From an optimization exercise on the open Yosys and OpenROAD flow, aimed at a short achievable clock period and few clock cycles per item; shortcuts taken in it are not production practice.
Function was checked by simulation only, so behaviour that the tests miss may differ from the original.
No activity file was given, so power comes from the tool's default toggle rates.

==> flow/design.v <==
`default_nettype none
package core_pkg;
    localparam int DATA_W     = 32;
    localparam int REG_ADDR_W = 5;
    localparam int NUM_REGS   = 32;
    typedef logic [DATA_W-1:0]     data_t;
    typedef logic [REG_ADDR_W-1:0] reg_addr_t;
    typedef logic [31:0]           inst_word_t;
    typedef logic [4:0]            alu_op_t;
    localparam alu_op_t ALU_ADD  = 5'h00;
    localparam alu_op_t ALU_SUB  = 5'h01;
    localparam alu_op_t ALU_SLT  = 5'h02;
    localparam alu_op_t ALU_SLTU = 5'h03;
    localparam alu_op_t ALU_AND  = 5'h04;
    localparam alu_op_t ALU_OR   = 5'h05;
    localparam alu_op_t ALU_NOR  = 5'h06;
    localparam alu_op_t ALU_XOR  = 5'h07;
    localparam alu_op_t ALU_SLL  = 5'h08;
    localparam alu_op_t ALU_SRL  = 5'h09;
    localparam alu_op_t ALU_SRA  = 5'h0a;
    localparam alu_op_t ALU_LUI  = 5'h0b;
    localparam logic [16:0] OPC17_ADD  = 17'h00020;
    localparam logic [16:0] OPC17_SUB  = 17'h00022;
    localparam logic [16:0] OPC17_SLT  = 17'h00024;
    localparam logic [16:0] OPC17_SLTU = 17'h00025;
    localparam logic [16:0] OPC17_NOR  = 17'h00028;
    localparam logic [16:0] OPC17_AND  = 17'h00029;
    localparam logic [16:0] OPC17_OR   = 17'h0002a;
    localparam logic [16:0] OPC17_XOR  = 17'h0002b;
    localparam logic [16:0] OPC17_SLL  = 17'h0002e;
    localparam logic [16:0] OPC17_SRL  = 17'h0002f;
    localparam logic [16:0] OPC17_SRA  = 17'h00030;
    localparam logic [16:0] OPC17_SLLI = 17'h00081;
    localparam logic [16:0] OPC17_SRLI = 17'h00089;
    localparam logic [16:0] OPC17_SRAI = 17'h00091;
    localparam logic [9:0] OPC10_SLTI  = 10'h008;
    localparam logic [9:0] OPC10_SLTUI = 10'h009;
    localparam logic [9:0] OPC10_ADDI  = 10'h00a;
    localparam logic [9:0] OPC10_ANDI  = 10'h00d;
    localparam logic [9:0] OPC10_ORI   = 10'h00e;
    localparam logic [9:0] OPC10_XORI  = 10'h00f;
    localparam logic [6:0] OPC7_LU12I = 7'h0a;
endpackage
`default_nettype wire
`timescale 1ns/100ps
`default_nettype none
module reg_file (
    input  logic                clk,
    input  logic [31:1]         i_rsel0,
    input  logic                i_kill0,
    input  logic                i_bsel0,
    input  logic [31:1]         i_rsel1,
    input  logic                i_kill1,
    input  logic                i_bsel1,
    input  core_pkg::data_t     i_bdata,
    input  core_pkg::data_t     i_or1,
    output core_pkg::data_t     o_rdata0,
    output core_pkg::data_t     o_rdata1,
    input  logic [31:1]         i_we,       
    input  core_pkg::data_t     i_wdata
);
    logic [31:1][31:0] regs;
    always_ff @(posedge clk) begin
        for (int k = 1; k < 32; k++) begin
            if (i_we[k]) begin
                regs[k] <= i_wdata;
            end
        end
    end
    logic [31:0] sel0, sel1;
    logic [31:0][31:0] ent;
    assign sel0 = {i_rsel0, 1'b0};
    assign sel1 = {i_rsel1, 1'b0};
    assign ent  = {regs, 32'd0};
    for (genvar i = 0; i < 32; i++) begin : g_bit
        logic [31:1] col;
        for (genvar k = 1; k < 32; k++) begin : g_col
            assign col[k] = ent[k][i];
        end
        rf_read_bit u_r0 (.i_sel(i_rsel0), .i_d(col), .i_kill(i_kill0), .i_bsel(i_bsel0),
                          .i_bd(i_bdata[i]), .i_or(1'b0), .o_y(o_rdata0[i]));
        rf_read_bit u_r1 (.i_sel(i_rsel1), .i_d(col), .i_kill(i_kill1), .i_bsel(i_bsel1),
                          .i_bd(i_bdata[i]), .i_or(i_or1[i]), .o_y(o_rdata1[i]));
    end
endmodule
module rf_read_bit (
    input  logic [31:1] i_sel,
    input  logic [31:1] i_d,
    input  logic        i_kill,
    input  logic        i_bsel,
    input  logic        i_bd,
    input  logic        i_or,
    output logic        o_y
);
    logic [15:0] l1;
    logic [3:0]  l2;
    logic [1:0]  l3;
    logic        l4;
    cg_nand2 u_l1_0 (.a(i_sel[1]), .b(i_d[1]), .y(l1[0]));
    for (genvar k = 1; k < 16; k++) begin : g_l1
        cg_a22oi u (.a1(i_sel[2*k]), .a2(i_d[2*k]), .b1(i_sel[2*k+1]), .b2(i_d[2*k+1]), .y(l1[k]));
    end
    for (genvar k = 0; k < 4; k++) begin : g_l2
        cg_nand4 u (.a(l1[4*k]), .b(l1[4*k+1]), .c(l1[4*k+2]), .d(l1[4*k+3]), .y(l2[k]));
    end
    for (genvar k = 0; k < 2; k++) begin : g_l3
        cg_nor2 u (.a(l2[2*k]), .b(l2[2*k+1]), .y(l3[k]));
    end
    cg_a21oi u_l4 (.a1(l3[0]), .a2(l3[1]), .b1(i_kill), .y(l4));
    cg_a211o u_l5 (.a1(i_bsel), .a2(i_bd), .b1(l4), .c1(i_or), .y(o_y));
endmodule
`default_nettype wire
`timescale 1ns/100ps
`default_nettype none
module inst_decode (
    input  core_pkg::inst_word_t i_inst,
    output logic                 o_matched,
    output core_pkg::reg_addr_t  o_rd,
    output logic                 o_wr,         
    output logic                 o_use_rj,     
    output logic                 o_use_rk,     
    output core_pkg::data_t      o_imm,        
    output logic                 o_add,        
    output logic                 o_sub,        
    output logic                 o_lt,         
    output logic                 o_signed,     
    output logic [3:0]           o_lut,        
    output logic                 o_sll,
    output logic                 o_sr,
    output logic                 o_arith
);
    logic [16:0] op17;
    logic [9:0]  op10;
    logic [6:0]  op7;
    logic        add, sub, slt, sltu, sll, sr, arith, use_rj, use_rk;
    logic [3:0]  lut;
    core_pkg::data_t imm;
    assign op17 = i_inst[31:15];
    assign op10 = i_inst[31:22];
    assign op7  = i_inst[31:25];
    always_comb begin
        o_matched = 1'b1;
        add    = 1'b0;
        sub    = 1'b0;
        slt    = 1'b0;
        sltu   = 1'b0;
        sll    = 1'b0;
        sr     = 1'b0;
        arith  = 1'b0;
        lut    = 4'b0000;
        use_rj = 1'b1;
        use_rk = 1'b0;
        imm    = '0;
        case (op17)
            core_pkg::OPC17_ADD:  begin add  = 1'b1; use_rk = 1'b1; end
            core_pkg::OPC17_SUB:  begin add  = 1'b1; sub = 1'b1; use_rk = 1'b1; end
            core_pkg::OPC17_SLT:  begin slt  = 1'b1; sub = 1'b1; use_rk = 1'b1; end
            core_pkg::OPC17_SLTU: begin sltu = 1'b1; sub = 1'b1; use_rk = 1'b1; end
            core_pkg::OPC17_NOR:  begin lut  = 4'b0001; use_rk = 1'b1; end
            core_pkg::OPC17_AND:  begin lut  = 4'b1000; use_rk = 1'b1; end
            core_pkg::OPC17_OR:   begin lut  = 4'b1110; use_rk = 1'b1; end
            core_pkg::OPC17_XOR:  begin lut  = 4'b0110; use_rk = 1'b1; end
            core_pkg::OPC17_SLL:  begin sll  = 1'b1; use_rk = 1'b1; end
            core_pkg::OPC17_SRL:  begin sr   = 1'b1; use_rk = 1'b1; end
            core_pkg::OPC17_SRA:  begin sr   = 1'b1; arith = 1'b1; use_rk = 1'b1; end
            core_pkg::OPC17_SLLI: begin sll  = 1'b1; imm = {27'd0, i_inst[14:10]}; end
            core_pkg::OPC17_SRLI: begin sr   = 1'b1; imm = {27'd0, i_inst[14:10]}; end
            core_pkg::OPC17_SRAI: begin sr   = 1'b1; arith = 1'b1; imm = {27'd0, i_inst[14:10]}; end
            default: begin
                case (op10)
                    core_pkg::OPC10_ADDI:  begin add  = 1'b1; imm = {{20{i_inst[21]}}, i_inst[21:10]}; end
                    core_pkg::OPC10_SLTI:  begin slt  = 1'b1; sub = 1'b1; imm = {{20{i_inst[21]}}, i_inst[21:10]}; end
                    core_pkg::OPC10_SLTUI: begin sltu = 1'b1; sub = 1'b1; imm = {{20{i_inst[21]}}, i_inst[21:10]}; end
                    core_pkg::OPC10_ANDI:  begin lut  = 4'b1000; imm = {20'd0, i_inst[21:10]}; end
                    core_pkg::OPC10_ORI:   begin lut  = 4'b1110; imm = {20'd0, i_inst[21:10]}; end
                    core_pkg::OPC10_XORI:  begin lut  = 4'b0110; imm = {20'd0, i_inst[21:10]}; end
                    default: begin
                        add       = 1'b1;
                        use_rj    = 1'b0;
                        imm       = {i_inst[24:5], 12'd0};
                        o_matched = (op7 == core_pkg::OPC7_LU12I);
                    end
                endcase
            end
        endcase
    end
    assign o_rd     = i_inst[4:0];
    assign o_wr     = |i_inst[4:0];
    assign o_use_rj = use_rj;
    assign o_use_rk = use_rk;
    assign o_imm    = imm;
    assign o_add    = add   & o_wr;
    assign o_sub    = sub;
    assign o_lt     = (slt | sltu) & o_wr;
    assign o_signed = slt;
    assign o_lut    = lut   & {4{o_wr}};
    assign o_sll    = sll   & o_wr;
    assign o_sr     = sr    & o_wr;
    assign o_arith  = arith;
endmodule
`default_nettype wire
`timescale 1ns/100ps
`default_nettype none
module alu_execute (
    input  core_pkg::data_t i_a,
    input  core_pkg::data_t i_bx,       
    input  logic [9:0]      i_dl,       
    input  logic [9:0]      i_dr,       
    input  logic            i_sub,      
    input  logic            i_kadd,     
    input  logic            i_klt,      
    input  logic            i_signed,   
    input  logic [3:0]      i_lut,      
    input  logic            i_ksll,
    input  logic            i_ksr,
    input  logic            i_arith,
    input  logic            i_ea,
    input  logic            i_xa,       
    input  core_pkg::data_t i_pa,       
    input  logic            i_eb,
    input  logic            i_invb,     
    input  logic            i_xb,
    input  core_pkg::data_t i_pb,       
    input  core_pkg::data_t i_xd,       
    output core_pkg::data_t o_result,
    output core_pkg::data_t o_a_next,
    output core_pkg::data_t o_bx_next
);
    logic [31:0]     p;         
    logic [31:0]     pn;
    logic [31:0]     gn;        
    logic [31:0]     tn;        
    logic [31:0]     c;         
    core_pkg::data_t bitwise;
    core_pkg::data_t sll2;      
    core_pkg::data_t sr2;       
    logic            fill;
    alu_carry u_carry (
        .i_a   (i_a),
        .i_bx  (i_bx),
        .i_sub (i_sub),
        .o_p   (p),
        .o_pn  (pn),
        .o_gn  (gn),
        .o_tn  (tn),
        .o_c   (c)
    );
    for (genvar i = 0; i < 32; i++) begin : g_bw
        logic t1, t2;
        cg_a22oi  u_t1 (.a1(i_lut[1]), .a2(p[i]), .b1(i_lut[0]), .b2(tn[i]), .y(t1));
        cg_nand2b u_t2 (.a_n(gn[i]), .b(i_lut[3]), .y(t2));
        cg_nand2  u_bw (.a(t1), .b(t2), .y(bitwise[i]));
    end
    assign fill = i_arith & i_a[31];
    logic [9:0] d_shl, d_shr;    
    assign d_shl = i_dl;
    assign d_shr = i_dr;
    alu_sll u_sll (.i_a(i_a), .i_d1(d_shl[3:0]), .i_d2(d_shl[7:4]), .o_y(sll2));
    alu_srx u_sr  (.i_a(i_a), .i_d1(d_shr[3:0]), .i_d2(d_shr[7:4]), .i_fill(fill), .o_y(sr2));
    logic bx31, gsel, lt_hi, lt_lo, s0;
    assign bx31  = i_bx[31];
    assign gsel  = i_signed ? (~i_a[31] & ~bx31) : (i_a[31] & bx31);
    assign lt_hi = i_klt & ~gsel & ~p[31];
    assign lt_lo = i_klt & ~gsel;
    assign s0    = p[0] ^ i_sub;
    logic ad_x, ad_a, ad_b;
    logic [1:0] fl_x, fl_a, fl_b, fr_x, fr_a, fr_b;
    assign ad_x = i_kadd;
    assign ad_a = i_ea & i_kadd;
    assign ad_b = i_eb & i_kadd;
    assign fl_x = d_shl[9:8];
    assign fl_a = d_shl[9:8] & {2{i_ea}};
    assign fl_b = d_shl[9:8] & {2{i_eb}};
    assign fr_x = d_shr[9:8];
    assign fr_a = d_shr[9:8] & {2{i_ea}};
    assign fr_b = d_shr[9:8] & {2{i_eb}};
    logic [31:0] tlo_x, thi_x, tlo_a, thi_a, tlo_b, thi_b;
    logic [31:0] csel;
    assign tlo_x[0] = ~((ad_x & s0) | lt_lo);
    assign thi_x[0] = ~((ad_x & s0) | lt_hi);
    assign tlo_a[0] = ~((ad_a & s0) | (i_ea & lt_lo));
    assign thi_a[0] = ~((ad_a & s0) | (i_ea & lt_hi));
    assign tlo_b[0] = ~((ad_b & s0) | (i_eb & lt_lo));
    assign thi_b[0] = ~((ad_b & s0) | (i_eb & lt_hi));
    assign csel[0]  = c[31];
    for (genvar i = 1; i < 32; i++) begin : g_t
        cg_nand2 u_tlo_x (.a(ad_x), .b(p[i]),  .y(tlo_x[i]));
        cg_nand2 u_thi_x (.a(ad_x), .b(pn[i]), .y(thi_x[i]));
        cg_nand2 u_tlo_a (.a(ad_a), .b(p[i]),  .y(tlo_a[i]));
        cg_nand2 u_thi_a (.a(ad_a), .b(pn[i]), .y(thi_a[i]));
        cg_nand2 u_tlo_b (.a(ad_b), .b(p[i]),  .y(tlo_b[i]));
        cg_nand2 u_thi_b (.a(ad_b), .b(pn[i]), .y(thi_b[i]));
        assign csel[i] = c[i];
    end
    for (genvar i = 0; i < 32; i++) begin : g_m
        logic sr_hi;
        if (i < 16) begin : g_lo
            assign sr_hi = sr2[i+16];
            alu_merge_xn u_x (
                .i_c(csel[i]), .i_tlo(tlo_x[i]), .i_thi(thi_x[i]),
                .i_fl0(fl_x[0]), .i_sl0(sll2[i]),
                .i_fr0(fr_x[0]), .i_sr0(sr2[i]), .i_fr1(fr_x[1]), .i_sr1(sr_hi),
                .i_bw(bitwise[i]), .o_y(o_result[i]));
            alu_merge_n u_a (
                .i_c(csel[i]), .i_tlo(tlo_a[i]), .i_thi(thi_a[i]),
                .i_fl0(fl_a[0]), .i_sl0(sll2[i]),
                .i_fr0(fr_a[0]), .i_sr0(sr2[i]), .i_fr1(fr_a[1]), .i_sr1(sr_hi),
                .i_bwe(i_ea), .i_bw(bitwise[i]), .i_xe(i_xa), .i_xd(i_xd[i]), .i_pre(i_pa[i]), .o_y(o_a_next[i]));
            alu_merge_bn u_b (
                .i_c(csel[i]), .i_tlo(tlo_b[i]), .i_thi(thi_b[i]),
                .i_fl0(fl_b[0]), .i_sl0(sll2[i]),
                .i_fr0(fr_b[0]), .i_sr0(sr2[i]), .i_fr1(fr_b[1]), .i_sr1(sr_hi),
                .i_bwe(i_eb), .i_bw(bitwise[i]), .i_xe(i_xb), .i_xd(i_xd[i]), .i_pre(i_pb[i]), .i_inv(i_invb),
                .o_yx(o_bx_next[i]));
        end else begin : g_hi
            assign sr_hi = fill;
            alu_merge_x u_x (
                .i_c(csel[i]), .i_tlo(tlo_x[i]), .i_thi(thi_x[i]),
                .i_fl0(fl_x[0]), .i_sl0(sll2[i]), .i_fl1(fl_x[1]), .i_sl1(sll2[i-16]),
                .i_fr0(fr_x[0]), .i_sr0(sr2[i]), .i_fr1(fr_x[1]), .i_sr1(sr_hi),
                .i_bw(bitwise[i]), .o_y(o_result[i]));
            alu_merge u_a (
                .i_c(csel[i]), .i_tlo(tlo_a[i]), .i_thi(thi_a[i]),
                .i_fl0(fl_a[0]), .i_sl0(sll2[i]), .i_fl1(fl_a[1]), .i_sl1(sll2[i-16]),
                .i_fr0(fr_a[0]), .i_sr0(sr2[i]), .i_fr1(fr_a[1]), .i_sr1(sr_hi),
                .i_bwe(i_ea), .i_bw(bitwise[i]), .i_xe(i_xa), .i_xd(i_xd[i]), .i_pre(i_pa[i]), .o_y(o_a_next[i]));
            alu_merge_b u_b (
                .i_c(csel[i]), .i_tlo(tlo_b[i]), .i_thi(thi_b[i]),
                .i_fl0(fl_b[0]), .i_sl0(sll2[i]), .i_fl1(fl_b[1]), .i_sl1(sll2[i-16]),
                .i_fr0(fr_b[0]), .i_sr0(sr2[i]), .i_fr1(fr_b[1]), .i_sr1(sr_hi),
                .i_bwe(i_eb), .i_bw(bitwise[i]), .i_xe(i_xb), .i_xd(i_xd[i]), .i_pre(i_pb[i]), .i_inv(i_invb),
                .o_yx(o_bx_next[i]));
        end
    end
endmodule
module alu_merge (
    input  logic i_c,
    input  logic i_tlo,
    input  logic i_thi,
    input  logic i_fl0,
    input  logic i_sl0,
    input  logic i_fl1,
    input  logic i_sl1,
    input  logic i_fr0,
    input  logic i_sr0,
    input  logic i_fr1,
    input  logic i_sr1,
    input  logic i_bwe,
    input  logic i_bw,
    input  logic i_xe,
    input  logic i_xd,
    input  logic i_pre,
    output logic o_y
);
    logic n1, n2, n3, s12, slo, shi, lo_n, hi_n;
    cg_a22oi u_n1 (.a1(i_fl0), .a2(i_sl0), .b1(i_fl1), .b2(i_sl1), .y(n1));
    cg_a22oi u_n2 (.a1(i_fr0), .a2(i_sr0), .b1(i_fr1), .b2(i_sr1), .y(n2));
    cg_a221oi u_n3 (.a1(i_bwe), .a2(i_bw), .b1(i_xe), .b2(i_xd), .c1(i_pre), .y(n3));
    cg_nand2 u_s12 (.a(n1), .b(n2), .y(s12));
    cg_nand2 u_slo (.a(n3), .b(i_tlo), .y(slo));
    cg_nand2 u_shi (.a(n3), .b(i_thi), .y(shi));
    cg_nor2  u_lo (.a(s12), .b(slo), .y(lo_n));
    cg_nor2  u_hi (.a(s12), .b(shi), .y(hi_n));
    cg_mux2i u_y  (.s(i_c), .d0(lo_n), .d1(hi_n), .y(o_y));
endmodule
module alu_merge_n (
    input  logic i_c,
    input  logic i_tlo,
    input  logic i_thi,
    input  logic i_fl0,
    input  logic i_sl0,
    input  logic i_fr0,
    input  logic i_sr0,
    input  logic i_fr1,
    input  logic i_sr1,
    input  logic i_bwe,
    input  logic i_bw,
    input  logic i_xe,
    input  logic i_xd,
    input  logic i_pre,
    output logic o_y
);
    logic n1, n2, n3, s12, slo, shi, lo_n, hi_n;
    cg_nand2 u_n1 (.a(i_fl0), .b(i_sl0), .y(n1));
    cg_a22oi u_n2 (.a1(i_fr0), .a2(i_sr0), .b1(i_fr1), .b2(i_sr1), .y(n2));
    cg_a221oi u_n3 (.a1(i_bwe), .a2(i_bw), .b1(i_xe), .b2(i_xd), .c1(i_pre), .y(n3));
    cg_nand2 u_s12 (.a(n1), .b(n2), .y(s12));
    cg_nand2 u_slo (.a(n3), .b(i_tlo), .y(slo));
    cg_nand2 u_shi (.a(n3), .b(i_thi), .y(shi));
    cg_nor2  u_lo (.a(s12), .b(slo), .y(lo_n));
    cg_nor2  u_hi (.a(s12), .b(shi), .y(hi_n));
    cg_mux2i u_y  (.s(i_c), .d0(lo_n), .d1(hi_n), .y(o_y));
endmodule
module alu_merge_b (
    input  logic i_c,
    input  logic i_tlo,
    input  logic i_thi,
    input  logic i_fl0,
    input  logic i_sl0,
    input  logic i_fl1,
    input  logic i_sl1,
    input  logic i_fr0,
    input  logic i_sr0,
    input  logic i_fr1,
    input  logic i_sr1,
    input  logic i_bwe,
    input  logic i_bw,
    input  logic i_xe,
    input  logic i_xd,
    input  logic i_pre,
    input  logic i_inv,
    output logic o_yx
);
    logic n1, n2, n3, s12, slo, shi, lo_n, hi_n, lox_n, hix_n;
    cg_a22oi u_n1 (.a1(i_fl0), .a2(i_sl0), .b1(i_fl1), .b2(i_sl1), .y(n1));
    cg_a22oi u_n2 (.a1(i_fr0), .a2(i_sr0), .b1(i_fr1), .b2(i_sr1), .y(n2));
    cg_a221oi u_n3 (.a1(i_bwe), .a2(i_bw), .b1(i_xe), .b2(i_xd), .c1(i_pre), .y(n3));
    cg_nand2 u_s12 (.a(n1), .b(n2), .y(s12));
    cg_nand2 u_slo (.a(n3), .b(i_tlo), .y(slo));
    cg_nand2 u_shi (.a(n3), .b(i_thi), .y(shi));
    cg_nor2  u_lo (.a(s12), .b(slo), .y(lo_n));
    cg_nor2  u_hi (.a(s12), .b(shi), .y(hi_n));
    cg_xor2  u_lox (.a(lo_n), .b(i_inv), .y(lox_n));
    cg_xor2  u_hix (.a(hi_n), .b(i_inv), .y(hix_n));
    cg_mux2i u_yx (.s(i_c), .d0(lox_n), .d1(hix_n), .y(o_yx));
endmodule
module alu_merge_bn (
    input  logic i_c,
    input  logic i_tlo,
    input  logic i_thi,
    input  logic i_fl0,
    input  logic i_sl0,
    input  logic i_fr0,
    input  logic i_sr0,
    input  logic i_fr1,
    input  logic i_sr1,
    input  logic i_bwe,
    input  logic i_bw,
    input  logic i_xe,
    input  logic i_xd,
    input  logic i_pre,
    input  logic i_inv,
    output logic o_yx
);
    logic n1, n2, n3, s12, slo, shi, lo_n, hi_n, lox_n, hix_n;
    cg_nand2 u_n1 (.a(i_fl0), .b(i_sl0), .y(n1));
    cg_a22oi u_n2 (.a1(i_fr0), .a2(i_sr0), .b1(i_fr1), .b2(i_sr1), .y(n2));
    cg_a221oi u_n3 (.a1(i_bwe), .a2(i_bw), .b1(i_xe), .b2(i_xd), .c1(i_pre), .y(n3));
    cg_nand2 u_s12 (.a(n1), .b(n2), .y(s12));
    cg_nand2 u_slo (.a(n3), .b(i_tlo), .y(slo));
    cg_nand2 u_shi (.a(n3), .b(i_thi), .y(shi));
    cg_nor2  u_lo (.a(s12), .b(slo), .y(lo_n));
    cg_nor2  u_hi (.a(s12), .b(shi), .y(hi_n));
    cg_xor2  u_lox (.a(lo_n), .b(i_inv), .y(lox_n));
    cg_xor2  u_hix (.a(hi_n), .b(i_inv), .y(hix_n));
    cg_mux2i u_yx (.s(i_c), .d0(lox_n), .d1(hix_n), .y(o_yx));
endmodule
module alu_merge_x (
    input  logic i_c,
    input  logic i_tlo,
    input  logic i_thi,
    input  logic i_fl0,
    input  logic i_sl0,
    input  logic i_fl1,
    input  logic i_sl1,
    input  logic i_fr0,
    input  logic i_sr0,
    input  logic i_fr1,
    input  logic i_sr1,
    input  logic i_bw,
    output logic o_y
);
    logic n1, n2, n3, s12, slo, shi, lo_n, hi_n;
    cg_a22oi u_n1 (.a1(i_fl0), .a2(i_sl0), .b1(i_fl1), .b2(i_sl1), .y(n1));
    cg_a22oi u_n2 (.a1(i_fr0), .a2(i_sr0), .b1(i_fr1), .b2(i_sr1), .y(n2));
    cg_inv   u_n3 (.a(i_bw), .y(n3));
    cg_nand2 u_s12 (.a(n1), .b(n2), .y(s12));
    cg_nand2 u_slo (.a(n3), .b(i_tlo), .y(slo));
    cg_nand2 u_shi (.a(n3), .b(i_thi), .y(shi));
    cg_nor2  u_lo (.a(s12), .b(slo), .y(lo_n));
    cg_nor2  u_hi (.a(s12), .b(shi), .y(hi_n));
    cg_mux2i u_y  (.s(i_c), .d0(lo_n), .d1(hi_n), .y(o_y));
endmodule
module alu_merge_xn (
    input  logic i_c,
    input  logic i_tlo,
    input  logic i_thi,
    input  logic i_fl0,
    input  logic i_sl0,
    input  logic i_fr0,
    input  logic i_sr0,
    input  logic i_fr1,
    input  logic i_sr1,
    input  logic i_bw,
    output logic o_y
);
    logic n1, n2, n3, s12, slo, shi, lo_n, hi_n;
    cg_nand2 u_n1 (.a(i_fl0), .b(i_sl0), .y(n1));
    cg_a22oi u_n2 (.a1(i_fr0), .a2(i_sr0), .b1(i_fr1), .b2(i_sr1), .y(n2));
    cg_inv   u_n3 (.a(i_bw), .y(n3));
    cg_nand2 u_s12 (.a(n1), .b(n2), .y(s12));
    cg_nand2 u_slo (.a(n3), .b(i_tlo), .y(slo));
    cg_nand2 u_shi (.a(n3), .b(i_thi), .y(shi));
    cg_nor2  u_lo (.a(s12), .b(slo), .y(lo_n));
    cg_nor2  u_hi (.a(s12), .b(shi), .y(hi_n));
    cg_mux2i u_y  (.s(i_c), .d0(lo_n), .d1(hi_n), .y(o_y));
endmodule
module alu_sh4 (
    input  logic [3:0] i_d,
    input  logic       i_x0,
    input  logic       i_x1,
    input  logic       i_x2,
    input  logic       i_x3,
    output logic       o_y
);
    logic n0, n1;
    cg_a22oi u_n0 (.a1(i_d[0]), .a2(i_x0), .b1(i_d[1]), .b2(i_x1), .y(n0));
    cg_a22oi u_n1 (.a1(i_d[2]), .a2(i_x2), .b1(i_d[3]), .b2(i_x3), .y(n1));
    cg_nand2 u_y  (.a(n0), .b(n1), .y(o_y));
endmodule
module alu_sll (
    input  core_pkg::data_t i_a,
    input  logic [3:0]      i_d1,
    input  logic [3:0]      i_d2,
    output core_pkg::data_t o_y
);
    logic [31:0] l1;
    for (genvar i = 0; i < 32; i++) begin : g_i
        if (i >= 3) begin : g_a4
            alu_sh4 u1 (.i_d(i_d1), .i_x0(i_a[i]), .i_x1(i_a[i-1]), .i_x2(i_a[i-2]), .i_x3(i_a[i-3]), .o_y(l1[i]));
        end else if (i == 2) begin : g_a3
            alu_sh3 u1 (.i_d(i_d1[2:0]), .i_x0(i_a[2]), .i_x1(i_a[1]), .i_x2(i_a[0]), .o_y(l1[i]));
        end else if (i == 1) begin : g_a2
            alu_sh2 u1 (.i_d(i_d1[1:0]), .i_x0(i_a[1]), .i_x1(i_a[0]), .o_y(l1[i]));
        end else begin : g_a1
            cg_and2 u1 (.a(i_d1[0]), .b(i_a[0]), .y(l1[i]));
        end
        if (i >= 12) begin : g_b4
            alu_sh4 u2 (.i_d(i_d2), .i_x0(l1[i]), .i_x1(l1[i-4]), .i_x2(l1[i-8]), .i_x3(l1[i-12]), .o_y(o_y[i]));
        end else if (i >= 8) begin : g_b3
            alu_sh3 u2 (.i_d(i_d2[2:0]), .i_x0(l1[i]), .i_x1(l1[i-4]), .i_x2(l1[i-8]), .o_y(o_y[i]));
        end else if (i >= 4) begin : g_b2
            alu_sh2 u2 (.i_d(i_d2[1:0]), .i_x0(l1[i]), .i_x1(l1[i-4]), .o_y(o_y[i]));
        end else begin : g_b1
            cg_and2 u2 (.a(i_d2[0]), .b(l1[i]), .y(o_y[i]));
        end
    end
endmodule
module alu_sh3 (
    input  logic [2:0] i_d,
    input  logic       i_x0,
    input  logic       i_x1,
    input  logic       i_x2,
    output logic       o_y
);
    logic n0, n1;
    cg_a22oi u_n0 (.a1(i_d[0]), .a2(i_x0), .b1(i_d[1]), .b2(i_x1), .y(n0));
    cg_nand2 u_n1 (.a(i_d[2]), .b(i_x2), .y(n1));
    cg_nand2 u_y  (.a(n0), .b(n1), .y(o_y));
endmodule
module alu_sh2 (
    input  logic [1:0] i_d,
    input  logic       i_x0,
    input  logic       i_x1,
    output logic       o_y
);
    logic n0;
    cg_a22oi u_n0 (.a1(i_d[0]), .a2(i_x0), .b1(i_d[1]), .b2(i_x1), .y(n0));
    cg_inv   u_y  (.a(n0), .y(o_y));
endmodule
module alu_srx (
    input  core_pkg::data_t i_a,
    input  logic [3:0]      i_d1,
    input  logic [3:0]      i_d2,
    input  logic            i_fill,
    output core_pkg::data_t o_y
);
    logic [34:0] a;      
    logic [43:0] l1;     
    assign a = {{3{i_fill}}, i_a};
    assign l1[43:32] = {12{i_fill}};
    for (genvar i = 0; i < 32; i++) begin : g_i
        alu_sh4 u1 (.i_d(i_d1), .i_x0(a[i]), .i_x1(a[i+1]), .i_x2(a[i+2]), .i_x3(a[i+3]), .o_y(l1[i]));
        alu_sh4 u2 (.i_d(i_d2), .i_x0(l1[i]), .i_x1(l1[i+4]), .i_x2(l1[i+8]), .i_x3(l1[i+12]), .o_y(o_y[i]));
    end
endmodule
module alu_carry (
    input  core_pkg::data_t i_a,
    input  core_pkg::data_t i_bx,
    input  logic            i_sub,
    output logic [31:0]     o_p,
    output logic [31:0]     o_pn,
    output logic [31:0]     o_gn,       
    output logic [31:0]     o_tn,       
    output logic [31:0]     o_c
);
    logic [31:0] bx;
    assign bx = i_bx;
    logic [31:0] g [0:5];
    logic [31:0] t [0:5];
    for (genvar k = 0; k < 32; k++) begin : g_pg
        cg_xor2  u_p  (.a(i_a[k]), .b(bx[k]), .y(o_p[k]));
        cg_xnor2 u_pn (.a(i_a[k]), .b(bx[k]), .y(o_pn[k]));
    end
    cg_inv u_cin (.a(i_sub), .y(g[0][0]));
    assign t[0][0] = 1'b1;
    for (genvar j = 1; j < 32; j++) begin : g_l0
        cg_nand2 u_g (.a(i_a[j-1]), .b(bx[j-1]), .y(g[0][j]));
        cg_nor2  u_t (.a(i_a[j-1]), .b(bx[j-1]), .y(t[0][j]));
        assign o_gn[j-1] = g[0][j];
        assign o_tn[j-1] = t[0][j];
    end
    cg_nand2 u_g31 (.a(i_a[31]), .b(bx[31]), .y(o_gn[31]));
    cg_nor2  u_t31 (.a(i_a[31]), .b(bx[31]), .y(o_tn[31]));
    for (genvar l = 1; l <= 5; l++) begin : g_lv
        localparam int D = 1 << (l - 1);
        for (genvar j = 0; j < 32; j++) begin : g_n
            if (j < D) begin : g_pass
                cg_inv u_g (.a(g[l-1][j]), .y(g[l][j]));
                assign t[l][j] = 1'b0;
            end else if (l % 2 == 1) begin : g_odd
                cg_o21ai u_g (.a1(t[l-1][j]), .a2(g[l-1][j-D]), .b1(g[l-1][j]), .y(g[l][j]));
                if (j >= 2 * D) begin : g_t
                    cg_nor2 u_t (.a(t[l-1][j]), .b(t[l-1][j-D]), .y(t[l][j]));
                end else begin : g_not
                    assign t[l][j] = 1'b0;
                end
            end else begin : g_even
                cg_a21oi u_g (.a1(t[l-1][j]), .a2(g[l-1][j-D]), .b1(g[l-1][j]), .y(g[l][j]));
                if (j >= 2 * D) begin : g_t
                    cg_nand2 u_t (.a(t[l-1][j]), .b(t[l-1][j-D]), .y(t[l][j]));
                end else begin : g_not
                    assign t[l][j] = 1'b0;
                end
            end
        end
    end
    assign o_c = g[5];
endmodule
module cg_inv (input logic a, output logic y);
    assign y = ~a;
endmodule
module cg_and2 (input logic a, input logic b, output logic y);
    assign y = a & b;
endmodule
module cg_nand2b (input logic a_n, input logic b, output logic y);
    assign y = ~(~a_n & b);
endmodule
module cg_nand2 (input logic a, input logic b, output logic y);
    assign y = ~(a & b);
endmodule
module cg_nor2 (input logic a, input logic b, output logic y);
    assign y = ~(a | b);
endmodule
module cg_andn (input logic a, input logic b, output logic y);
    assign y = a & ~b;
endmodule
module cg_xor2 (input logic a, input logic b, output logic y);
    assign y = a ^ b;
endmodule
module cg_xnor2 (input logic a, input logic b, output logic y);
    assign y = ~(a ^ b);
endmodule
module cg_nand3 (input logic a, input logic b, input logic c, output logic y);
    assign y = ~(a & b & c);
endmodule
module cg_nand4 (input logic a, input logic b, input logic c, input logic d, output logic y);
    assign y = ~(a & b & c & d);
endmodule
module cg_a21oi (input logic a1, input logic a2, input logic b1, output logic y);
    assign y = ~((a1 & a2) | b1);
endmodule
module cg_o21ai (input logic a1, input logic a2, input logic b1, output logic y);
    assign y = ~((a1 | a2) & b1);
endmodule
module cg_a211o (input logic a1, input logic a2, input logic b1, input logic c1, output logic y);
    assign y = (a1 & a2) | b1 | c1;
endmodule
module cg_a221oi (input logic a1, input logic a2, input logic b1, input logic b2, input logic c1, output logic y);
    assign y = ~((a1 & a2) | (b1 & b2) | c1);
endmodule
module cg_a22oi (input logic a1, input logic a2, input logic b1, input logic b2, output logic y);
    assign y = ~((a1 & a2) | (b1 & b2));
endmodule
module cg_mux2 (input logic s, input logic d0, input logic d1, output logic y);
    assign y = s ? d1 : d0;
endmodule
module cg_mux2i (input logic s, input logic d0, input logic d1, output logic y);
    assign y = ~(s ? d1 : d0);
endmodule
module cg_and4 (input logic a, input logic b, input logic c, input logic d, output logic y);
    assign y = a & b & c & d;
endmodule
`default_nettype wire
`timescale 1ns/100ps
`default_nettype none
module writeback_stage #(
    parameter int DEPTH = 8,
    parameter int PW    = 3
) (
    input  logic                clk,
    input  logic                rstn,
    input  logic                i_valid,
    input  core_pkg::reg_addr_t i_rd,
    input  core_pkg::data_t     i_data,
    input  logic                i_ready_out,
    output logic                o_valid,
    output core_pkg::reg_addr_t o_rd,
    output core_pkg::data_t     o_data,
    output logic [PW:0]         o_count
);
    core_pkg::reg_addr_t q_rd   [DEPTH];
    core_pkg::data_t     q_data [DEPTH];
    logic [PW-1:0]       wr_ptr;
    logic [PW-1:0]       rd_ptr;
    logic [PW-1:0]       rd_ptr1;
    logic [PW:0]         count;
    logic                take;
    logic                c_ge1, c_ge2, c_is0, c_is1;
    core_pkg::reg_addr_t stay_rd, next_rd;
    core_pkg::data_t     stay_data, next_data;
    assign take    = o_valid & i_ready_out;
    assign rd_ptr1 = rd_ptr + 1'b1;
    assign c_is0   = (count == '0);
    assign c_is1   = (count == (PW+1)'(1));
    assign c_ge1   = ~c_is0;
    assign c_ge2   = ~c_is0 & ~c_is1;
    assign stay_rd   = c_is0 ? i_rd   : q_rd[rd_ptr];
    assign stay_data = c_is0 ? i_data : q_data[rd_ptr];
    assign next_rd   = c_is1 ? i_rd   : q_rd[rd_ptr1];
    assign next_data = c_is1 ? i_data : q_data[rd_ptr1];
    always_ff @(posedge clk) begin
        if (!rstn) begin
            wr_ptr  <= '0;
            rd_ptr  <= '0;
            count   <= '0;
            o_valid <= 1'b0;
        end else begin
            if (i_valid) wr_ptr <= wr_ptr + 1'b1;
            rd_ptr  <= take ? rd_ptr1 : rd_ptr;
            count   <= take ? (count + (PW+1)'(i_valid) - 1'b1) : (count + (PW+1)'(i_valid));
            o_valid <= take ? (c_ge2 | i_valid) : (c_ge1 | i_valid);
        end
    end
    always_ff @(posedge clk) begin
        if (i_valid) begin
            q_rd[wr_ptr]   <= i_rd;
            q_data[wr_ptr] <= i_data;
        end
        o_rd   <= take ? next_rd   : stay_rd;
        o_data <= take ? next_data : stay_data;
    end
    assign o_count = count;
endmodule
`default_nettype wire
`timescale 1ns/100ps
`default_nettype none
module int_core_top (
    input  logic                 clk,
    input  logic                 rstn,
    input  logic                 i_inst_valid,
    input  core_pkg::inst_word_t i_inst,
    output logic                 o_inst_ready,
    output logic                 o_wb_valid,
    output core_pkg::reg_addr_t  o_wb_rd,
    output core_pkg::data_t      o_wb_data,
    input  logic                 i_wb_ready
);
    localparam int QDEPTH = 8;
    localparam int QPW    = 3;
    localparam int CAP    = QDEPTH;
    logic                 ir_v;
    logic                 ready_q;
    logic                matched;
    core_pkg::reg_addr_t dec_rd;
    logic                dec_wr, dec_use_rj, dec_use_rk;
    core_pkg::data_t     dec_imm;
    logic                dec_add, dec_sub, dec_lt, dec_signed, dec_sll, dec_sr, dec_arith;
    logic [3:0]          dec_lut;
    inst_decode u_decode (
        .i_inst    (i_inst),
        .o_matched (matched),
        .o_rd      (dec_rd),
        .o_wr      (dec_wr),
        .o_use_rj  (dec_use_rj),
        .o_use_rk  (dec_use_rk),
        .o_imm     (dec_imm),
        .o_add     (dec_add),
        .o_sub     (dec_sub),
        .o_lt      (dec_lt),
        .o_signed  (dec_signed),
        .o_lut     (dec_lut),
        .o_sll     (dec_sll),
        .o_sr      (dec_sr),
        .o_arith   (dec_arith)
    );
    core_pkg::reg_addr_t  ir_rd;
    logic                 ir_wr;
    core_pkg::data_t      ir_imm;
    logic                 ir_add, ir_sub, ir_lt, ir_signed, ir_sll, ir_sr, ir_arith;
    logic [3:0]           ir_lut;
    logic [31:1]          ir_ohA, ir_ohB;
    logic                 ir_anz, ir_bnz;
    logic                 ir_mA1, ir_mA2, ir_mA3, ir_mB1, ir_mB2, ir_mB3;
    core_pkg::reg_addr_t  rr_rd;
    core_pkg::reg_addr_t  ex_rd;
    logic acc, stall_next, ir_stall;
    assign acc        = rstn & i_inst_valid & ready_q;
    assign stall_next = acc & matched & dec_use_rk & (dec_sll | dec_sr)
                      & (i_inst[14:10] != '0) & (i_inst[14:10] == ir_rd)
                      & ir_v & ir_wr;
    always_ff @(posedge clk) begin
        ir_stall <= stall_next;
        if (!rstn) begin
            ir_v <= 1'b0;
        end else if (!ir_stall) begin
            ir_v <= acc & matched;
        end
    end
    always_ff @(posedge clk) begin
        if (ir_stall) begin
            ir_mA1 <= 1'b0;
            ir_mA2 <= ir_mA1;
            ir_mA3 <= ir_mA2;
            ir_mB1 <= 1'b0;
            ir_mB2 <= ir_mB1;
            ir_mB3 <= ir_mB2;
        end else begin
            ir_rd     <= dec_rd;
            ir_wr     <= dec_wr;
            ir_imm    <= dec_imm;
            ir_add    <= dec_add;
            ir_sub    <= dec_sub;
            ir_lt     <= dec_lt;
            ir_signed <= dec_signed;
            ir_lut    <= dec_lut;
            ir_sll    <= dec_sll;
            ir_sr     <= dec_sr;
            ir_arith  <= dec_arith;
            for (int k = 1; k < 32; k++) begin
                ir_ohA[k] <= (i_inst[9:5]   == core_pkg::reg_addr_t'(k));
                ir_ohB[k] <= (i_inst[14:10] == core_pkg::reg_addr_t'(k));
            end
            ir_anz <= dec_use_rj & (i_inst[9:5] != '0);
            ir_bnz <= dec_use_rk & (i_inst[14:10] != '0);
            ir_mA1 <= (i_inst[9:5]   == ir_rd);
            ir_mA2 <= (i_inst[9:5]   == rr_rd);
            ir_mA3 <= (i_inst[9:5]   == ex_rd);
            ir_mB1 <= (i_inst[14:10] == ir_rd);
            ir_mB2 <= (i_inst[14:10] == rr_rd);
            ir_mB3 <= (i_inst[14:10] == ex_rd);
        end
    end
    logic                rr_v;
    logic                rr_wr;
    core_pkg::data_t     rr_preA, rr_preB;    
    logic                rr_eA, rr_eB;        
    logic                rr_xA, rr_xB;        
    logic                rr_add, rr_sub, rr_lt, rr_signed, rr_sll, rr_sr, rr_arith;
    logic [3:0]          rr_lut;
    logic                ex_v;
    logic                ex_wr;
    core_pkg::data_t     ex_a;
    core_pkg::data_t     ex_bx;               
    logic [9:0]          ex_dl, ex_dr;        
    logic                ex_add, ex_sub, ex_lt, ex_signed, ex_sll, ex_sr, ex_arith;
    logic [3:0]          ex_lut;
    logic                xr_v;
    core_pkg::reg_addr_t xr_rd;
    logic                xr_wr;
    core_pkg::data_t     xr_data;
    logic [31:1]         xr_we;               
    logic fwdA_e, fwdA_x, fwdA_w, fwdB_e, fwdB_x, fwdB_w;
    assign fwdA_e = ir_anz & ir_mA1 & rr_v & rr_wr;
    assign fwdA_x = ir_anz & ir_mA2 & ex_v & ex_wr & ~fwdA_e;
    assign fwdA_w = ir_anz & ir_mA3 & xr_v & xr_wr & ~fwdA_e & ~fwdA_x;
    assign fwdB_e = ir_bnz & ir_mB1 & rr_v & rr_wr;
    assign fwdB_x = ir_bnz & ir_mB2 & ex_v & ex_wr & ~fwdB_e;
    assign fwdB_w = ir_bnz & ir_mB3 & xr_v & xr_wr & ~fwdB_e & ~fwdB_x;
    core_pkg::data_t pre_a, pre_b;
    reg_file u_regs (
        .clk      (clk),
        .i_rsel0  (ir_ohA),
        .i_kill0  (~ir_anz | fwdA_e | fwdA_x | fwdA_w),
        .i_bsel0  (fwdA_w),
        .i_rsel1  (ir_ohB),
        .i_kill1  (~ir_bnz | fwdB_e | fwdB_x | fwdB_w),
        .i_bsel1  (fwdB_w),
        .i_bdata  (xr_data),
        .i_or1    (ir_imm),
        .o_rdata0 (pre_a),
        .o_rdata1 (pre_b),
        .i_we     (xr_we),
        .i_wdata  (xr_data)
    );
    always_ff @(posedge clk) begin
        if (!rstn) begin
            rr_v <= 1'b0;
        end else begin
            rr_v <= ir_v & ~ir_stall;
        end
    end
    always_ff @(posedge clk) begin
        rr_rd     <= ir_rd;
        rr_wr     <= ir_wr;
        rr_preA   <= pre_a;
        rr_preB   <= pre_b;
        rr_eA     <= fwdA_e;
        rr_eB     <= fwdB_e;
        rr_xA     <= fwdA_x;
        rr_xB     <= fwdB_x;
        rr_add    <= ir_add;
        rr_sub    <= ir_sub;
        rr_lt     <= ir_lt;
        rr_signed <= ir_signed;
        rr_lut    <= ir_lut;
        rr_sll    <= ir_sll;
        rr_sr     <= ir_sr;
        rr_arith  <= ir_arith;
    end
    always_ff @(posedge clk) begin
        if (!rstn) begin
            ex_v <= 1'b0;
        end else begin
            ex_v <= rr_v;
        end
    end
    core_pkg::data_t result, a_next, bx_next;
    logic [9:0]      dl_next, dr_next;
    always_ff @(posedge clk) begin
        ex_rd     <= rr_rd;
        ex_wr     <= rr_wr;
        ex_a      <= a_next;
        ex_bx     <= bx_next;
        ex_dl     <= dl_next;
        ex_dr     <= dr_next;
        ex_add    <= rr_add;
        ex_sub    <= rr_sub;
        ex_lt     <= rr_lt;
        ex_signed <= rr_signed;
        ex_lut    <= rr_lut;
        ex_sll    <= rr_sll;
        ex_sr     <= rr_sr;
        ex_arith  <= rr_arith;
    end
    alu_execute u_execute (
        .i_a        (ex_a),
        .i_bx       (ex_bx),
        .i_dl       (ex_dl),
        .i_dr       (ex_dr),
        .i_sub      (ex_sub),
        .i_kadd     (ex_add),
        .i_klt      (ex_lt),
        .i_signed   (ex_signed),
        .i_lut      (ex_lut),
        .i_ksll     (ex_sll),
        .i_ksr      (ex_sr),
        .i_arith    (ex_arith),
        .i_ea       (rr_eA),
        .i_xa       (rr_xA),
        .i_pa       (rr_preA),
        .i_eb       (rr_eB),
        .i_invb     (rr_sub),
        .i_xb       (rr_xB),
        .i_pb       (rr_preB),
        .i_xd       (xr_data),
        .o_result   (result),
        .o_a_next   (a_next),
        .o_bx_next  (bx_next)
    );
    function automatic logic [9:0] onehot_amount(input logic [4:0] sh, input logic en);
        logic [9:0] d;
        for (int j = 0; j < 4; j++) begin
            d[j]   = en & (sh[1:0] == 2'(j));
            d[4+j] = en & (sh[3:2] == 2'(j));
        end
        d[8] = en & ~sh[4];
        d[9] = en & sh[4];
        onehot_amount = d;
    endfunction
    logic [4:0] sh_early;
    assign sh_early = ({5{rr_xB}} & xr_data[4:0]) | rr_preB[4:0];
    assign dl_next  = onehot_amount(sh_early, rr_sll);
    assign dr_next  = onehot_amount(sh_early, rr_sr);
    always_ff @(posedge clk) begin
        if (!rstn) begin
            xr_v <= 1'b0;
        end else begin
            xr_v <= ex_v;
        end
    end
    always_ff @(posedge clk) begin
        xr_rd   <= ex_rd;
        xr_wr   <= ex_wr;
        xr_data <= result;
    end
    always_ff @(posedge clk) begin
        if (!rstn) begin
            xr_we <= '0;
        end else begin
            for (int k = 1; k < 32; k++) begin
                xr_we[k] <= ex_v & (ex_rd == core_pkg::reg_addr_t'(k));
            end
        end
    end
    logic [QPW:0] q_count;
    writeback_stage #(.DEPTH(QDEPTH), .PW(QPW)) u_writeback (
        .clk         (clk),
        .rstn        (rstn),
        .i_valid     (xr_v),
        .i_rd        (xr_rd),
        .i_data      (xr_data),
        .i_ready_out (i_wb_ready),
        .o_valid     (o_wb_valid),
        .o_rd        (o_wb_rd),
        .o_data      (o_wb_data),
        .o_count     (q_count)
    );
    logic [5:0] held;
    assign held = 6'(ir_v) + 6'(rr_v) + 6'(ex_v) + 6'(xr_v) + 6'(q_count)
                + 6'(ready_q);
    always_ff @(posedge clk) begin
        if (!rstn) begin
            ready_q <= 1'b1;
        end else begin
            ready_q <= (held < 6'(CAP)) & ~stall_next;
        end
    end
    assign o_inst_ready = ready_q;
endmodule
`default_nettype wire
==> flow/run.sh <==
#!/bin/bash
# synth_recipe.tcl (not shown) runs the flow's synth.tcl, then flattens the netlist and writes it again
# the make line also repeats each setting of config.mk as NAME=value (left out here)
make -C /OpenROAD-flow-scripts/flow DESIGN_CONFIG=/design/flow/config.mk WORK_HOME=/design/flow/orfs CLKGATE_MAP_FILE= SYNTH_SCRIPT=/design/flow/synth_recipe.tcl finish
==> flow/config.mk <==
export PLATFORM = sky130hd
export DESIGN_NAME = int_core_top
export DESIGN_NICKNAME = int_core_top
export VERILOG_FILES = /design/flow/design.v
export SDC_FILE = /design/flow/constraint.sdc
export NUM_CORES = 4
export LEC_CHECK = 0
export CAP_MARGIN = 20
export CORE_MARGIN = 2
export CORE_UTILIZATION = 40
export CTS_CLUSTER_DIAMETER = 120
export CTS_CLUSTER_SIZE = 25
export SETUP_SLACK_MARGIN = 3.0
export SLEW_MARGIN = 20
export SYNTH_HIERARCHICAL = 1
export SYNTH_MINIMUM_KEEP_SIZE = 0
==> flow/constraint.sdc <==
create_clock -name core_clock -period 5.2 [get_ports {clk}]
set_input_delay 1.0400 -clock core_clock [delete_from_list [all_inputs] [get_ports {clk}]]
set_output_delay 1.0400 -clock core_clock [all_outputs]
set_load 0.01 [all_outputs]
==> results.json, run 1 <==
{
  "drv_slew": 0,
  "wirelength_mm": 322,
  "core-area_um2": 212000,
  "syn_inst": 6160,
  "cts_tree": "done",
  "grt_pass1_wl_mm": 435,
  "p_leak_nw": 30.4,
  "tightest_slew_ns": 1.25,
  "powerDensity_nw_per_um2": 322,
  "hp-class": "register to register",
  "hold_path.startpoint": "rr_lut[0]",
  "path_cells": "buf_8 -> or4_4 -> nor4b_4 -> a41oi_2 -> nand2b_4 -> nand3_4 -> or3_4 -> nor4bb_4 -> o41ai_2",
  "place_area_um2": 90800,
  "vias_per_cell": 6.47,
  "syn_area_per_cell_um2": 13.9,
  "numPortBuffers": 74,
  "drive_gt1_share_pct": 41.5,
  "gp_congestion": 0.961,
  "startpoint_type": "primary input",
  "dieArea_um2": 218000,
  "post-dp-hpwl_mm": 192,
  "fin_crit_ns": 2.53,
  "r2r_slack_ns": 2.77,
  "postCtsHoldBufs": 0,
  "overflow": 0,
  "stdcell_area_um2": 97500,
  "slew_headroom_pct": 16.5,
  "cpMaxStageDelayCell": "or4_4",
  "cp.arrival_ns": 3.15,
  "clock.fmax_ghz": 0.395,
  "cp_data_required_time_ns": 5.82,
  "fin_skew_ns": 0.0621,
  "reg2reg_to": "rr_preB[21]",
  "reg2regPathDepth": 9,
  "layout.nets": 6606,
  "final_antenna_net_count": 0,
  "cts_made_buffers": 82,
  "ctsRootBufferMaster": "clkbuf_16",
  "setup_viol": 0,
  "cts.clk_slew.worst_paths_ns": 0.10,
  "min_period_over_period_pct": 48.7,
  "clock-sinks": 1714,
  "ir_drop_mv": 0.348,
  "first_global_vias": 57200,
  "status": "complete, no violations",
  "hold_path_end": "ex_lut[0]",
  "antenna_found_initial": 14,
  "start_util_pct": 40.3,
  "cp_max_fo": 2,
  "area_growth_syn_to_layout_pct": 14.0,
  "tns_ns": 0,
  "synth_area_um2": 85600,
  "dr.first_iter.drc_count": 7746,
  "worstSetupPathType": "primary input to register",
  "ys_warn_count": 15,
  "grtUsageTotal_pct": 27.9,
  "h-tree-depth": 3,
  "vias": 61100,
  "ios": 75,
  "cpPeakStageDelay_ns": 0.55,
  "die_x_um": 466,
  "hold_viol": 0,
  "drtPass1Iterations": 6,
  "grt_max_degree": 84,
  "placementRows": 169,
  "ctsLongestPathBuffers": 3,
  "maxCapViolCount": 0,
  "post_drt_wl_per_cell_um": 34.1,
  "insertion_delay_ns": 0.78,
  "rsz0062_at_grt": "yes",
  "dieHeight_um": 466,
  "whs_path_depth": 0,
  "drc_errors": 0,
  "end_kind": "register",
  "r2r_start": "ir_ohB[18]"
}
report_power, final:
group	switching (mW)	leakage (nW)	internal (mW)
clock	4.54	1.20	3.20
sequential	0.795	15.6	16.2
combinational	4.62	13.6	2.02
cell type report:
type | instances | area (um^2)
flip-flops and latches | 1714 | 48700
fillers | 18700 | 115000
repair buffers | 407 | 4450
multi-input cells | 4272 | 38100
clock buffers | 127 | 2290
inverters | 83 | 315
well taps | 2821 | 3530
diodes | 7 | 17.5
clock inverters | 13 | 219
through the flow:
stage | power, mW | std cells | hold WS, ns | util (%) | setup WS [ns]
global placement | 23.2 | 9109 | 0.311 | 42.7 | 0.978
finish | 31.4 | 9444 | 0.329 | 45.9 | 2.67
CTS | 31.1 | 9305 | 0.332 | 44.8 | 2.67
floorplan | 20.3 | 6191 | 0.310 | - | 2.21
global route | 32.2 | 9441 | 0.335 | 45.9 | 2.60
detailed placement | 23.2 | 9110 | 0.315 | 42.7 | 0.911
worst max-delay path by stage:
stage,from,end,cells past startpoint
4_1_cts,i_inst[28],ready_q,9
6_report,i_inst[28],ready_q,9
3_5_place_dp,i_inst[22],ready_q,9
5_1_grt,i_inst[28],ready_q,9
2_1_floorplan,i_inst[27],ready_q,8
3_3_place_gp,i_inst[22],ready_q,9
per-layer routing:
| layer | wire length (um) | up-vias | global-route usage [%] |
|---|---|---|---|
| met4 | 20600 | 2 | 14.8 |
| met2 | 145000 | 3473 | 43.2 |
| met3 | 30600 | 601 | 5.90 |
| met1 | 126000 | 31600 | 36.8 |
| met5 | 10 | - | 0 |
| li1 | - | 25400 | - |
flip-flops by register name, indices dropped and copies added (netlist names), 31 cells and up, named ones only:
signal and cells:
ir_imm 32, ir_ohA 31, ex_a 32, u_writeback.q_data 256, rr_preA 32, u_regs.regs 992
ir_ohB 31, u_writeback.q_rd 40, xr_we 31, xr_data 32, rr_preB 32, u_writeback.o_data 32
ex_bx 32
placed cells by master, fill, tap and decap left out, drive strengths merged, types with 8 or more instances in the layout:
cell type         n
clkbuf          143
buf             369
a211o            64
a211oi           39
nand4           261
mux4            148
a221oi           64
ha                8
and2             51
nand2           850
nor2b            43
o22ai            42
conb             32
dfxtp           314
xor2            114
nand2b           49
mux2i           134
edfxtp         1400
a22oi          1372
clkdlybuf4s50    18
o21ai           123
inv              91
or3b              9
nor2            542
nand3b            8
nor3             43
a21oi           135
xnor2            57
nand3            23
critical path, delay by kind of cell:
kind,cells,cell delay [ns]
buffers and inverters,1,0.09
AO/OA/AOI/OAI,2,0.20
AND/OR/NAND/NOR,6,1.81
timing repair:
action	4_1_cts	5_1_grt
pin swaps	30	220
setup buffers	50	110
resized for setup	617	350
cloned	5	21
setup endpoints to repair	390	264
Testbench counts, summed over its fixed seeds: cycles 17,537, items 16,000.
==> run 2, diff against run 1 <==
--- a/flow/design.v
+++ b/flow/design.v
@@ -204,4 +204,5 @@
 module alu_execute (
     input  core_pkg::data_t i_a,
+    input  core_pkg::data_t i_as,       
     input  core_pkg::data_t i_bx,       
     input  logic [9:0]      i_dl,       
@@ -218,4 +219,5 @@
     input  logic            i_xa,       
     input  core_pkg::data_t i_pa,       
+    input  logic            i_nsh,      
     input  logic            i_eb,
     input  logic            i_invb,     
@@ -225,4 +227,5 @@
     output core_pkg::data_t o_result,
     output core_pkg::data_t o_a_next,
+    output core_pkg::data_t o_as_next,
     output core_pkg::data_t o_bx_next
 );
@@ -232,4 +235,5 @@
     logic [31:0]     tn;        
     logic [31:0]     c;         
+    logic            c31b;      
     core_pkg::data_t bitwise;
     core_pkg::data_t sll2;      
@@ -244,5 +248,6 @@
         .o_gn  (gn),
         .o_tn  (tn),
-        .o_c   (c)
+        .o_c   (c),
+        .o_c31b(c31b)
     );
     for (genvar i = 0; i < 32; i++) begin : g_bw
@@ -252,10 +257,10 @@
         cg_nand2  u_bw (.a(t1), .b(t2), .y(bitwise[i]));
     end
-    assign fill = i_arith & i_a[31];
+    assign fill = i_arith & i_as[31];
     logic [9:0] d_shl, d_shr;    
     assign d_shl = i_dl;
     assign d_shr = i_dr;
-    alu_sll u_sll (.i_a(i_a), .i_d1(d_shl[3:0]), .i_d2(d_shl[7:4]), .o_y(sll2));
-    alu_srx u_sr  (.i_a(i_a), .i_d1(d_shr[3:0]), .i_d2(d_shr[7:4]), .i_fill(fill), .o_y(sr2));
+    alu_sll u_sll (.i_a(i_as), .i_d1(d_shl[3:0]), .i_d2(d_shl[7:4]), .o_y(sll2));
+    alu_srx u_sr  (.i_a(i_as), .i_d1(d_shr[3:0]), .i_d2(d_shr[7:4]), .i_fill(fill), .o_y(sr2));
     logic bx31, gsel, lt_hi, lt_lo, s0;
     assign bx31  = i_bx[31];
@@ -283,5 +288,5 @@
     assign tlo_b[0] = ~((ad_b & s0) | (i_eb & lt_lo));
     assign thi_b[0] = ~((ad_b & s0) | (i_eb & lt_hi));
-    assign csel[0]  = c[31];
+    assign csel[0]  = c31b;
     for (genvar i = 1; i < 32; i++) begin : g_t
         cg_nand2 u_tlo_x (.a(ad_x), .b(p[i]),  .y(tlo_x[i]));
@@ -306,5 +311,6 @@
                 .i_fl0(fl_a[0]), .i_sl0(sll2[i]),
                 .i_fr0(fr_a[0]), .i_sr0(sr2[i]), .i_fr1(fr_a[1]), .i_sr1(sr_hi),
-                .i_bwe(i_ea), .i_bw(bitwise[i]), .i_xe(i_xa), .i_xd(i_xd[i]), .i_pre(i_pa[i]), .o_y(o_a_next[i]));
+                .i_bwe(i_ea), .i_bw(bitwise[i]), .i_xe(i_xa), .i_xd(i_xd[i]), .i_pre(i_pa[i]), .i_g(i_nsh),
+                .o_y(o_a_next[i]), .o_ys(o_as_next[i]));
             alu_merge_bn u_b (
                 .i_c(csel[i]), .i_tlo(tlo_b[i]), .i_thi(thi_b[i]),
@@ -324,5 +330,6 @@
                 .i_fl0(fl_a[0]), .i_sl0(sll2[i]), .i_fl1(fl_a[1]), .i_sl1(sll2[i-16]),
                 .i_fr0(fr_a[0]), .i_sr0(sr2[i]), .i_fr1(fr_a[1]), .i_sr1(sr_hi),
-                .i_bwe(i_ea), .i_bw(bitwise[i]), .i_xe(i_xa), .i_xd(i_xd[i]), .i_pre(i_pa[i]), .o_y(o_a_next[i]));
+                .i_bwe(i_ea), .i_bw(bitwise[i]), .i_xe(i_xa), .i_xd(i_xd[i]), .i_pre(i_pa[i]), .i_g(i_nsh),
+                .o_y(o_a_next[i]), .o_ys(o_as_next[i]));
             alu_merge_b u_b (
                 .i_c(csel[i]), .i_tlo(tlo_b[i]), .i_thi(thi_b[i]),
@@ -351,7 +358,9 @@
     input  logic i_xd,
     input  logic i_pre,
-    output logic o_y
+    input  logic i_g,
+    output logic o_y,
+    output logic o_ys       
 );
-    logic n1, n2, n3, s12, slo, shi, lo_n, hi_n;
+    logic n1, n2, n3, s12, slo, shi, lo_n, hi_n, glo_n, ghi_n;
     cg_a22oi u_n1 (.a1(i_fl0), .a2(i_sl0), .b1(i_fl1), .b2(i_sl1), .y(n1));
     cg_a22oi u_n2 (.a1(i_fr0), .a2(i_sr0), .b1(i_fr1), .b2(i_sr1), .y(n2));
@@ -363,4 +372,7 @@
     cg_nor2  u_hi (.a(s12), .b(shi), .y(hi_n));
     cg_mux2i u_y  (.s(i_c), .d0(lo_n), .d1(hi_n), .y(o_y));
+    cg_o21ai u_glo (.a1(s12), .a2(slo), .b1(i_g), .y(glo_n));
+    cg_o21ai u_ghi (.a1(s12), .a2(shi), .b1(i_g), .y(ghi_n));
+    cg_mux2i u_ys (.s(i_c), .d0(glo_n), .d1(ghi_n), .y(o_ys));
 endmodule
 module alu_merge_n (
@@ -379,7 +391,9 @@
     input  logic i_xd,
     input  logic i_pre,
-    output logic o_y
+    input  logic i_g,
+    output logic o_y,
+    output logic o_ys       
 );
-    logic n1, n2, n3, s12, slo, shi, lo_n, hi_n;
+    logic n1, n2, n3, s12, slo, shi, lo_n, hi_n, glo_n, ghi_n;
     cg_nand2 u_n1 (.a(i_fl0), .b(i_sl0), .y(n1));
     cg_a22oi u_n2 (.a1(i_fr0), .a2(i_sr0), .b1(i_fr1), .b2(i_sr1), .y(n2));
@@ -391,4 +405,7 @@
     cg_nor2  u_hi (.a(s12), .b(shi), .y(hi_n));
     cg_mux2i u_y  (.s(i_c), .d0(lo_n), .d1(hi_n), .y(o_y));
+    cg_o21ai u_glo (.a1(s12), .a2(slo), .b1(i_g), .y(glo_n));
+    cg_o21ai u_ghi (.a1(s12), .a2(shi), .b1(i_g), .y(ghi_n));
+    cg_mux2i u_ys (.s(i_c), .d0(glo_n), .d1(ghi_n), .y(o_ys));
 endmodule
 module alu_merge_b (
@@ -593,5 +610,6 @@
     output logic [31:0]     o_gn,       
     output logic [31:0]     o_tn,       
-    output logic [31:0]     o_c
+    output logic [31:0]     o_c,
+    output logic            o_c31b      
 );
     logic [31:0] bx;
@@ -637,4 +655,5 @@
     end
     assign o_c = g[5];
+    cg_o21ai u_c31b (.a1(t[4][31]), .a2(g[4][15]), .b1(g[4][31]), .y(o_c31b));
 endmodule
 module cg_inv (input logic a, output logic y);
@@ -807,5 +826,8 @@
     logic acc, stall_next, ir_stall;
     assign acc        = rstn & i_inst_valid & ready_q;
-    assign stall_next = acc & matched & dec_use_rk & (dec_sll | dec_sr)
+    logic reg_shift;
+    assign reg_shift  = (i_inst[31:15] == core_pkg::OPC17_SLL) | (i_inst[31:15] == core_pkg::OPC17_SRL)
+                      | (i_inst[31:15] == core_pkg::OPC17_SRA);
+    assign stall_next = acc & reg_shift & (i_inst[4:0] != '0)
                       & (i_inst[14:10] != '0) & (i_inst[14:10] == ir_rd)
                       & ir_v & ir_wr;
@@ -862,4 +884,5 @@
     logic                ex_wr;
     core_pkg::data_t     ex_a;
+    core_pkg::data_t     ex_as;               
     core_pkg::data_t     ex_bx;               
     logic [9:0]          ex_dl, ex_dr;        
@@ -926,5 +949,5 @@
         end
     end
-    core_pkg::data_t result, a_next, bx_next;
+    core_pkg::data_t result, a_next, as_next, bx_next;
     logic [9:0]      dl_next, dr_next;
     always_ff @(posedge clk) begin
@@ -932,4 +955,5 @@
         ex_wr     <= rr_wr;
         ex_a      <= a_next;
+        ex_as     <= as_next;
         ex_bx     <= bx_next;
         ex_dl     <= dl_next;
@@ -946,4 +970,5 @@
     alu_execute u_execute (
         .i_a        (ex_a),
+        .i_as       (ex_as),
         .i_bx       (ex_bx),
         .i_dl       (ex_dl),
@@ -960,4 +985,5 @@
         .i_xa       (rr_xA),
         .i_pa       (rr_preA),
+        .i_nsh      (rr_sll | rr_sr),
         .i_eb       (rr_eB),
         .i_invb     (rr_sub),
@@ -967,4 +993,5 @@
         .o_result   (result),
         .o_a_next   (a_next),
+        .o_as_next  (as_next),
         .o_bx_next  (bx_next)
     );
==> results.json, run 2 <==
{
  "startpoint_type": "register",
  "final_common_cell": "edfxtp_1",
  "cp_data_required_time_ns": 4.16,
  "syn_inst": 6297,
  "h-tree-depth": 3,
  "overflow": 0,
  "dieHeight_um": 470,
  "clock-sinks": 1746,
  "hold_viol": 0,
  "largest_register": "u_regs.regs",
  "fin_skew_ns": 0.0461,
  "grt_max_degree": 75,
  "ctsRootBufferMaster": "clkbuf_16",
  "final_antenna_net_count": 0,
  "fillers": 19100,
  "setup_viol": 0,
  "drc_errors": 0,
  "post_drt_wl_per_cell_um": 33.3,
  "cts_tree": "done",
  "p_leak_nw": 31.0,
  "post-dp-hpwl_mm": 191,
  "placementRows": 171,
  "start_util_pct": 40.1,
  "top_regs": "u_regs.regs (992), u_writeback.q_data (256), u_writeback.q_rd (40)",
  "clock.fmax_ghz": 0.419,
  "drv_slew": 0,
  "min_period_over_period_pct": 45.9,
  "largest_reg_flops": 992,
  "critical_path_buf_inv_count": 1,
  "dp.cells": 9293,
  "numPortBuffers": 74,
  "vias_per_cell": 6.39,
  "area_growth_syn_to_layout_pct": 14.3,
  "syn_area_per_cell_um2": 13.8,
  "gp_congestion": 1.02,
  "drive_gt1_share_pct": 41.9,
  "ir_drop_mv": 0.315,
  "insertion_delay_ns": 0.81,
  "dr.first_iter.drc_count": 7317,
  "layout_common_cells": "edfxtp_1, a22oi_2, nand2_1",
  "dieArea_um2": 221000,
  "ctsLongestPathBuffers": 3,
  "grt_pass1_wl_mm": 438,
  "cts.clk_slew.worst_paths_ns": 0.10,
  "whs_ns": 0.331,
  "vias": 61900,
  "worstSetupPathType": "register to output port",
  "end_kind": "output port",
  "antenna_found_initial": 18,
  "powerDensity_nw_per_um2": 318,
  "ys_warn_count": 15,
  "cp_max_fo": 3,
  "cpPeakStageDelay_ns": 0.38,
  "die_x_um": 470,
  "hp-class": "register to register",
  "crit_family": "flip-flops",
  "instances_no_fill": 9688,
  "fin_crit_ns": 2.39,
  "core-area_um2": 217000,
  "rsz0062_at_grt": "yes",
  "grtUsageTotal_pct": 27.4,
  "postCtsHoldBufs": 0,
  "path_cells": "buf_4",
  "maxCapViolCount": 0,
  "cpMaxStageDelayCell": "dfxtp_4",
  "tns_ns": 0,
  "ios": 75,
  "synth_area_um2": 86900,
  "utilization_pct": 45.9,
  "cp.arrival_ns": 1.35,
  "layout.nets": 6799,
  "cts_made_buffers": 81,
  "drtPass1Iterations": 8,
  "slew_headroom_pct": 21.6,
  "first_global_vias": 57600,
  "status": "complete, no violations",
  "wirelength_mm": 323,
  "tightest_slew_ns": 1.18
}
==> run 2: cell type report <==
cell class	count	area [um^2]	share of cell area (%)
sequential	1746	49300	49.6
multi-input combinational	4382	38900	39.1
timing repair buffer	457	4770	4.80
tap	2854	3570	3.60
clock buffer	138	2270	2.29
inverter	84	319	0.321
clock inverter	13	175	0.176
antenna	13	32.5	0.0328
timing repair inverter	1	5.00	0.00504
==> run 2: worst reg2reg max path, stage by stage (launching register included) <==
cell and delay [ns]:
dfxtp_4 0.38, fa_1 0.55, inv_2 0.04, fa_2 0.33, inv_2 0.08, ha_4 0.20, nand2_2 0.05, o21bai_1 0.07
a211oi_2 0.39, o32a_1 0.20
==> run 2: metal layers <==
layer	up-vias	GRT usage (%)	part of all wire [%]
met2	3180	42.7	46
met1	32100	36.2	40
met3	577	5.70	8.9
met4	2	13.7	5.6
li1	26100	-	-
met5	-	0	0.044
==> run 2: worst paths after layout <==
path	depth (start not counted)	slack, ns	end	start
min reg2reg	0	0.33	ex_lut[0]	rr_lut[0]
min	0	0.33	ex_lut[0]	rr_lut[0]
max	1	2.81	o_wb_valid	u_writeback.o_valid
max reg2reg	9	2.84	ready_q	ir_v
==> run 2: repair_timing <==
action / CTS / global route
endpoints found under the setup margin: 464 / 291
setup buffers: 61 / 140
resized for setup: 574 / 409
cloned: 12 / 17
pin swaps: 39 / 132
==> run 2: through the flow <==
| step | worst slack [ns] | total power, mW | area [um^2] |
|---|---|---|---|
| floorplan | 2.46 | 20.5 | 87200 |
| global route | 2.77 | 32.5 | 99300 |
| global placement | 1.26 | 23.2 | 92200 |
| finish | 2.81 | 31.6 | 99300 |
| CTS | 2.70 | 31.2 | 96500 |
| detailed placement | 1.55 | 23.3 | 92200 |
==> run 2: power by group <==
| group | total, mW | internal [mW] | switching [mW] |
|---|---|---|---|
| Sequential | 17.0 | 16.4 | 0.533 |
| Clock | 7.71 | 3.09 | 4.62 |
| Combinational | 6.94 | 2.22 | 4.73 |
Testbench counts of run 2, summed over its fixed seeds: cycles 17,537, items 16,000.

## separate check: timing with driven ports
In the flow no input, the clock included, has a driving cell. The finished layouts below were timed again as built, in two steps. Step 1 (the two cells are an assumption about what drives the block):
set clk [get_ports {clk}]
set_driving_cell -lib_cell sky130_fd_sc_hd__clkbuf_16 $clk
set_driving_cell -lib_cell sky130_fd_sc_hd__buf_2 [delete_from_list [all_inputs] $clk]
Step 2, shift: input delay + t, output delay - t, t = (earliest + latest rising clock arrival at the registers) / 2. This alone moves slack from input paths to output paths. Slacks: ideal ports / drivers / drivers and shift; pairs: ideal ports / drivers.
| run | shift t [ns] | setup slack, ns | worst hold slack (ns) | latest minus earliest clock arrival (ns) |
|---|---|---|---|---|
| run 1 | 0.830 | 2.667 / 2.709 / 1.879 | 0.329 / 0.329 / 0.329 | 0.064 / 0.064 |
| run 2 | 0.865 | 2.814 / 2.730 / 1.870 | 0.331 / 0.331 / 0.331 | 0.053 / 0.053 |
After both steps every run listed still meets setup and hold. The setup slack of run 2, which loses most, moves by -0.084 ns with the drivers and by -0.944 ns with both steps.
